From an optimization exercise on the open Yosys and OpenROAD flow, aimed at small area, a short achievable clock period and few clock cycles per item; shortcuts taken in it are not production practice. RTL that was checked went through simulation tests only; none was proved equivalent to the original.

==> inputs of run a <==
## subbytes_stream
module subbytes_stream
#(
   parameter int LANES      = 16,
   parameter int CNT_W      = 32
) (
   input  logic                    clk,
   input  logic                    rst,
   input  logic                    in_valid,
   output logic                    in_ready,
   input  logic [aes_pkg::BYTE_W*LANES-1:0] in_data,
   input  logic                    in_inv,
   input  logic                    in_last,
   output logic                    out_valid,
   input  logic                    out_ready,
   output logic [aes_pkg::BYTE_W*LANES-1:0] out_data,
   output logic                    out_last,
   output logic [CNT_W-1:0]        beat_count
);
export LEC_CHECK = 0
export CAP_MARGIN = 20
export CORE_MARGIN = 2
export CORE_UTILIZATION = 45
export CTS_BUF_LIST = sky130_fd_sc_hd__clkbuf_8 sky130_fd_sc_hd__clkbuf_16
export CTS_CLUSTER_DIAMETER = 120
export CTS_CLUSTER_SIZE = 24
export PLACE_DENSITY = 0.6
export SETUP_SLACK_MARGIN = 2.3
export SLEW_MARGIN = 20
export SYNTH_HIERARCHICAL = 1
export SYNTH_MINIMUM_KEEP_SIZE = 0
create_clock -name core_clock -period 5.5 [get_ports {clk}]
standard.sh (not shown) runs the stock make flow with config.mk's settings and CLKGATE_MAP_FILE= SYNTH_SCRIPT=/design/flow/synth_recipe.tcl, a recipe that flattens the netlist after the stock synthesis.
==> flow/flow/run.sh <==
#!/bin/bash
# The standard layout (standard.sh), except that the port buffers that
# buffer_ports inserts are sky130_fd_sc_hd__buf_2 cells instead of its default pick.
set -euo pipefail
export BUFFER_PORTS_ARGS="-buffer_cell sky130_fd_sc_hd__buf_2"
bash standard.sh > standard_make.log 2>&1
==> inputs of run b, as changes to run a <==
--- a/flow/design.v
+++ b/flow/design.v
@@ -1,21 +1,22 @@
 package aes_pkg;
    localparam int BYTE_W = 8;
    typedef logic [BYTE_W-1:0] lane_t;
 endpackage
-module sb_c_a21oi (input logic a1, a2, b1, output logic y); assign y = ~((a1 & a2) | b1); endmodule
-module sb_c_a311o (input logic a1, a2, a3, b1, c1, output logic y); assign y = (a1 & a2 & a3) | b1 | c1; endmodule
-module sb_c_and3 (input logic a, b, c, output logic y); assign y = a & b & c; endmodule
-module sb_c_inv (input logic a, output logic y); assign y = ~a; endmodule
-module sb_c_nor2 (input logic a, b, output logic y); assign y = ~(a | b); endmodule
-module sb_c_o21ai (input logic a1, a2, b1, output logic y); assign y = ~((a1 | a2) & b1); endmodule
-module sb_c_o2bb2ai (input logic a1_n, a2_n, b1, b2, output logic y); assign y = ~((~a1_n | ~a2_n) & (b1 | b2)); endmodule
-module sb_c_o32a (input logic a1, a2, a3, b1, b2, output logic y); assign y = (a1 | a2 | a3) & (b1 | b2); endmodule
-module sb_c_xnor2 (input logic a, b, output logic y); assign y = ~(a ^ b); endmodule
+module sb_gf16inv_0 (input logic [3:0] d, output logic [3:0] y);
+   localparam logic [15:0] T0 = 16'h54cd;
+   localparam logic [15:0] T1 = 16'h8d9c;
+   localparam logic [15:0] T2 = 16'h3f09;
+   localparam logic [15:0] T3 = 16'hf506;
+   assign y[0] = T0[d];
+   assign y[1] = T1[d];
+   assign y[2] = T2[d];
+   assign y[3] = T3[d];
+endmodule
 module sb_xor2 (input logic a, b, output logic y); assign y = a ^ b; endmodule
 module sb_xnor2 (input logic a, b, output logic y); assign y = ~(a ^ b); endmodule
 module sb_nand2 (input logic a, b, output logic y); assign y = ~(a & b); endmodule
 module sb_nor2 (input logic a, b, output logic y); assign y = ~(a | b); endmodule
 module sb_nand2b (input logic an, b, output logic y); assign y = ~(~an & b); endmodule
 module sb_nor2b (input logic a, bn, output logic y); assign y = ~(a | ~bn); endmodule
 module sb_mux2i (input logic s, a0, a1, output logic y); assign y = ~(s ? a1 : a0); endmodule
 module sb_mux2 (input logic s, a0, a1, output logic y); assign y = s ? a1 : a0; endmodule
@@ -139,19 +140,19 @@
    sb_nand2 g56 (.a(so[6]), .b(so[2]), .y(M11));
    sb_nand2 g57 (.a(so[7]), .b(T27), .y(M12));
    sb_xnor2 g58 (.a(M12), .b(M11), .y(M13));
    sb_nand2 g59 (.a(T2), .b(so[3]), .y(M14));
    sb_xnor2 g60 (.a(M14), .b(M11), .y(M15));
    sb_xor2 g61 (.a(M3), .b(M2), .y(M16));
    sb_xnor2 g62 (.a(M5), .b(T24), .y(M17));
    sb_xnor2 g63 (.a(M8), .b(M7), .y(M18));
-   sb_xor2 g64 (.a(M16), .b(M13), .y(so[8]));
+   sb_xnor2 g64 (.a(M16), .b(M13), .y(so[8]));
    sb_xnor2 g65 (.a(M17), .b(M15), .y(so[9]));
-   sb_xnor2 g66 (.a(M18), .b(M13), .y(so[10]));
+   sb_xor2 g66 (.a(M18), .b(M13), .y(so[10]));
    sb_xnor2 g67 (.a(M6), .b(M11), .y(n23));
    sb_xor2 g68 (.a(n23), .b(M9), .y(n24));
    sb_xor2 g69 (.a(M14), .b(T25), .y(n25));
    sb_xnor2 g70 (.a(n24), .b(n25), .y(so[11]));
 endmodule
 module sbox_st1 (input logic [11:0] si, input logic inv, output logic [7:0] so);
    logic n10078;
    logic n10079;
@@ -163,27 +164,16 @@
    logic n10085;
    logic n10086;
    logic n10087;
    logic n10088;
    logic M37;
    logic M38;
    logic M39;
    logic M40;
-   logic g11_w8;
-   logic g11_w9;
-   logic g11_w10;
-   logic g11_w11;
-   logic g11_w12;
-   logic g11_w13;
-   logic g11_w14;
-   logic g11_w15;
-   logic g11_w16;
-   logic g11_w17;
-   logic g11_w18;
    logic M41;
    logic M42;
    logic M43;
    logic M44;
    logic M45;
    logic M46;
    logic M47;
    logic M48;
@@ -236,31 +226,17 @@
    sb_xnor2 g3 (.a(si[2]), .b(n10078), .y(n10081));
    sb_xnor2 g4 (.a(si[1]), .b(n10078), .y(n10082));
    sb_xor2 g5 (.a(si[1]), .b(si[2]), .y(n10083));
    sb_xor2 g6 (.a(si[0]), .b(si[1]), .y(n10084));
    sb_xor2 g7 (.a(si[2]), .b(si[3]), .y(n10085));
    sb_xor2 g8 (.a(si[4]), .b(si[7]), .y(n10086));
    sb_xor2 g9 (.a(n10079), .b(n10080), .y(n10087));
    sb_xor2 g10 (.a(si[5]), .b(si[6]), .y(n10088));
-   sb_c_inv g11_0 (.a(si[9]), .y(g11_w8));
-   sb_c_inv g11_1 (.a(si[11]), .y(g11_w9));
-   sb_c_o21ai g11_2 (.a1(g11_w8), .a2(si[8]), .b1(g11_w9), .y(g11_w10));
-   sb_c_a21oi g11_3 (.a1(si[8]), .a2(si[10]), .b1(si[11]), .y(g11_w11));
-   sb_c_o2bb2ai g11_4 (.a1_n(si[10]), .a2_n(g11_w10), .b1(g11_w11), .b2(si[9]), .y(M39));
-   sb_c_inv g11_5 (.a(si[10]), .y(g11_w12));
-   sb_c_nor2 g11_6 (.a(si[9]), .b(si[11]), .y(g11_w13));
-   sb_c_and3 g11_7 (.a(si[8]), .b(si[10]), .c(si[11]), .y(g11_w14));
-   sb_c_a21oi g11_8 (.a1(si[8]), .a2(g11_w12), .b1(g11_w8), .y(g11_w15));
-   sb_c_a311o g11_9 (.a1(si[8]), .a2(g11_w12), .a3(g11_w13), .b1(g11_w14), .c1(g11_w15), .y(M38));
-   sb_c_xnor2 g11_10 (.a(si[10]), .b(si[11]), .y(g11_w16));
-   sb_c_a21oi g11_11 (.a1(si[9]), .a2(g11_w9), .b1(si[8]), .y(g11_w17));
-   sb_c_a21oi g11_12 (.a1(g11_w8), .a2(g11_w16), .b1(g11_w17), .y(M37));
-   sb_c_a21oi g11_13 (.a1(g11_w8), .a2(si[8]), .b1(g11_w12), .y(g11_w18));
-   sb_c_o32a g11_14 (.a1(si[8]), .a2(g11_w12), .a3(g11_w13), .b1(g11_w18), .b2(si[11]), .y(M40));
+   sb_gf16inv_0 g11 (.d({si[11], si[10], si[9], si[8]}), .y({M40, M39, M38, M37}));
    sb_xor2 g12 (.a(M38), .b(M40), .y(M41));
    sb_xor2 g13 (.a(M37), .b(M39), .y(M42));
    sb_xor2 g14 (.a(M37), .b(M38), .y(M43));
    sb_xor2 g15 (.a(M39), .b(M40), .y(M44));
    sb_xor2 g16 (.a(M42), .b(M41), .y(M45));
    sb_nand2 g17 (.a(M44), .b(n10081), .y(M46));
    sb_nand2 g18 (.a(M40), .b(n10082), .y(M47));
    sb_nand2 g19 (.a(M39), .b(n10083), .y(M48));
@@ -275,51 +251,51 @@
    sb_nand2 g28 (.a(M39), .b(si[5]), .y(M57));
    sb_nand2 g29 (.a(M43), .b(n10086), .y(M58));
    sb_nand2 g30 (.a(M38), .b(n10087), .y(M59));
    sb_nand2 g31 (.a(M37), .b(n10088), .y(M60));
    sb_nand2 g32 (.a(M42), .b(si[6]), .y(M61));
    sb_nand2 g33 (.a(M45), .b(si[7]), .y(M62));
    sb_nand2 g34 (.a(M41), .b(n10080), .y(M63));
    sb_xnor2 g35 (.a(M61), .b(M62), .y(n26));
-   sb_xnor2 g36 (.a(M55), .b(n26), .y(n27));
+   sb_xor2 g36 (.a(M55), .b(n26), .y(n27));
    sb_xnor2 g37 (.a(M50), .b(M56), .y(n28));
    sb_xor2 g38 (.a(M51), .b(M59), .y(n29));
    sb_xor2 g39 (.a(M49), .b(n28), .y(n30));
-   sb_xnor2 g40 (.a(M54), .b(M58), .y(n31));
+   sb_xor2 g40 (.a(M54), .b(M58), .y(n31));
    sb_xor2 g41 (.a(M46), .b(M48), .y(n32));
    sb_xnor2 g42 (.a(M53), .b(n31), .y(n33));
    sb_xnor2 g43 (.a(n26), .b(n29), .y(n34));
    sb_xor2 g44 (.a(M60), .b(n32), .y(n35));
-   sb_xor2 g45 (.a(M46), .b(M47), .y(n36));
-   sb_xor2 g46 (.a(M52), .b(M53), .y(n37));
+   sb_xnor2 g45 (.a(M46), .b(M47), .y(n36));
+   sb_xnor2 g46 (.a(M52), .b(M53), .y(n37));
    sb_xor2 g47 (.a(M51), .b(n28), .y(n38));
    sb_xor2 g48 (.a(M50), .b(n33), .y(n39));
-   sb_xnor2 g49 (.a(M52), .b(n35), .y(n40));
-   sb_xnor2 g50 (.a(M61), .b(M63), .y(n41));
-   sb_xnor2 g51 (.a(M49), .b(M58), .y(n42));
+   sb_xor2 g49 (.a(M52), .b(n35), .y(n40));
+   sb_xor2 g50 (.a(M61), .b(M63), .y(n41));
+   sb_xor2 g51 (.a(M49), .b(M58), .y(n42));
    sb_xnor2 g52 (.a(n26), .b(n35), .y(n43));
-   sb_xor2 g53 (.a(n32), .b(n42), .y(n44));
+   sb_xnor2 g53 (.a(n32), .b(n42), .y(n44));
    sb_xor2 g54 (.a(M56), .b(n36), .y(n45));
-   sb_xnor2 g55 (.a(n30), .b(n37), .y(n46));
-   sb_xor2 g56 (.a(M48), .b(n38), .y(n47));
-   sb_xnor2 g57 (.a(M47), .b(n47), .y(n48));
-   sb_xor2 g58 (.a(n34), .b(n39), .y(so[1]));
-   sb_xnor2 g59 (.a(n27), .b(n46), .y(so[7]));
-   sb_xnor2 g60 (.a(M57), .b(n30), .y(n51));
+   sb_xor2 g55 (.a(n30), .b(n37), .y(n46));
+   sb_xnor2 g56 (.a(M48), .b(n38), .y(n47));
+   sb_xor2 g57 (.a(M47), .b(n47), .y(n48));
+   sb_xnor2 g58 (.a(n34), .b(n39), .y(so[1]));
+   sb_xor2 g59 (.a(n27), .b(n46), .y(so[7]));
+   sb_xor2 g60 (.a(M57), .b(n30), .y(n51));
    sb_xnor2 g61 (.a(n34), .b(n44), .y(so[0]));
-   sb_xor2 g62 (.a(n33), .b(n51), .y(n53));
+   sb_xnor2 g62 (.a(n33), .b(n51), .y(n53));
    sb_xor2 g63 (.a(n37), .b(n45), .y(n54));
-   sb_xor2 g64 (.a(n30), .b(n36), .y(n55));
-   sb_xor2 g65 (.a(n27), .b(n54), .y(so[6]));
-   sb_xnor2 g66 (.a(n43), .b(n53), .y(so[2]));
+   sb_xnor2 g64 (.a(n30), .b(n36), .y(n55));
+   sb_xnor2 g65 (.a(n27), .b(n54), .y(so[6]));
+   sb_xor2 g66 (.a(n43), .b(n53), .y(so[2]));
    sb_xnor2 g67 (.a(n31), .b(n41), .y(n58));
-   sb_xor2 g68 (.a(n40), .b(n58), .y(so[5]));
-   sb_xnor2 g69 (.a(n27), .b(n48), .y(so[3]));
-   sb_xor2 g70 (.a(n27), .b(n55), .y(so[4]));
+   sb_xnor2 g68 (.a(n40), .b(n58), .y(so[5]));
+   sb_xor2 g69 (.a(n27), .b(n48), .y(so[3]));
+   sb_xnor2 g70 (.a(n27), .b(n55), .y(so[4]));
 endmodule
 module sbox_st2 (input logic [7:0] si, input logic inv, output logic [7:0] so);
    logic n62;
    logic n63;
    logic n64;
    logic n65;
    logic n66;
    logic n67;
- CTS_BUF_LIST: sky130_fd_sc_hd__clkbuf_8 sky130_fd_sc_hd__clkbuf_16 -> sky130_fd_sc_hd__clkbuf_4 sky130_fd_sc_hd__clkbuf_8
- CTS_CLUSTER_DIAMETER: 120 -> unset
- CTS_CLUSTER_SIZE: 24 -> unset
==> inputs of run c, as changes to run a <==
- CORE_UTILIZATION: 45 -> 50
- CTS_BUF_LIST: sky130_fd_sc_hd__clkbuf_8 sky130_fd_sc_hd__clkbuf_16 -> sky130_fd_sc_hd__clkbuf_4 sky130_fd_sc_hd__clkbuf_8
- CTS_CLUSTER_DIAMETER: 120 -> unset
- CTS_CLUSTER_SIZE: 24 -> unset
- PLACE_DENSITY: 0.6 -> 0.65
==> inputs of run d, as changes to run a <==
- CTS_BUF_LIST: sky130_fd_sc_hd__clkbuf_8 sky130_fd_sc_hd__clkbuf_16 -> sky130_fd_sc_hd__clkbuf_4 sky130_fd_sc_hd__clkbuf_8
- CTS_CLUSTER_DIAMETER: 120 -> unset
- CTS_CLUSTER_SIZE: 24 -> unset
==> flow_metrics.env <==
export IMPL_h_tree_depth=3
export IMPL_status="timing/DRC/antenna clean"
export IMPL_fin_skew_ps=23.90
export IMPL_tap_cells=873
Source of the figures above: run c

==> flow_metrics.env <==
export IMPL_status="timing/DRC/antenna clean"
export IMPL_h_tree_depth=3
export IMPL_hold_depth=0
export IMPL_finalInstanceArea_um2=39600
export IMPL_fin_skew_ps=20.07
export IMPL_io_buffers=296
export IMPL_tap_cells=969
Source of the figures above: run d

==> flow_metrics.env <==
export IMPL_synth_cell_types=33
export IMPL_fin_skew_ps=20.57
export IMPL_status="timing/DRC/antenna clean"
export IMPL_setup_worst_path_end="s1_q[155]"
export IMPL_tap_cells=1030
export IMPL_met2_length_um=33620
Source of the figures above: run b

==> flow_metrics.env <==
export IMPL_hold_class="flip-flop to flip-flop"
export IMPL_fin_skew_ps=14.48
export IMPL_status="timing/DRC/antenna clean"
export IMPL_tap_cells=969
export IMPL_h_tree_depth=1
Source of the figures above: run a

Testbench counts of run a, summed over its fixed seeds: cycles 4,112, items 4,096.
Testbench counts of run c, summed over its fixed seeds: cycles 4,112, items 4,096.
Testbench counts of run d, summed over its fixed seeds: cycles 4,112, items 4,096.
For run b, only the layout was checked, not whether the RTL still works.

[port drivers added, routing unchanged]
Ports are ideal in the flow. The routed layouts listed here were re-timed in OpenROAD. Step 1: set_driving_cell puts a clkbuf_16 on clk and a buf_2 on each other input, an assumption about the parent block. Step 2 adds t to the input delays and takes it off the output delays; t is the mean of the earliest and latest rising clock arrival at the registers after step 1. Input paths then give back, and output paths get back, about the clock's delay inside the block. Three values: ideal ports, drivers, drivers and shift; two values: the first two.
| run | shift t [ns] | slack for setup (ns) | latest minus earliest clock arrival (ns) | slew at the worst register clock pin (ns) |
|---|---|---|---|---|
| run a | 0.598 | 2.377 / 2.148 / 1.550 | 0.021 / 0.020 | 0.11 / 0.11 |
| run b | 0.692 | 2.346 / 2.219 / 1.527 | 0.023 / 0.023 | 0.07 / 0.07 |
| run c | 0.665 | 2.374 / 2.202 / 1.538 | 0.027 / 0.027 | 0.06 / 0.06 |
| run d | 0.686 | 2.426 / 2.214 / 1.528 | 0.032 / 0.031 | 0.06 / 0.06 |
After both steps every run listed still meets setup and hold. For run d, which loses most, drivers alone change the setup slack by -0.212 ns; drivers and shift together by -0.898 ns.
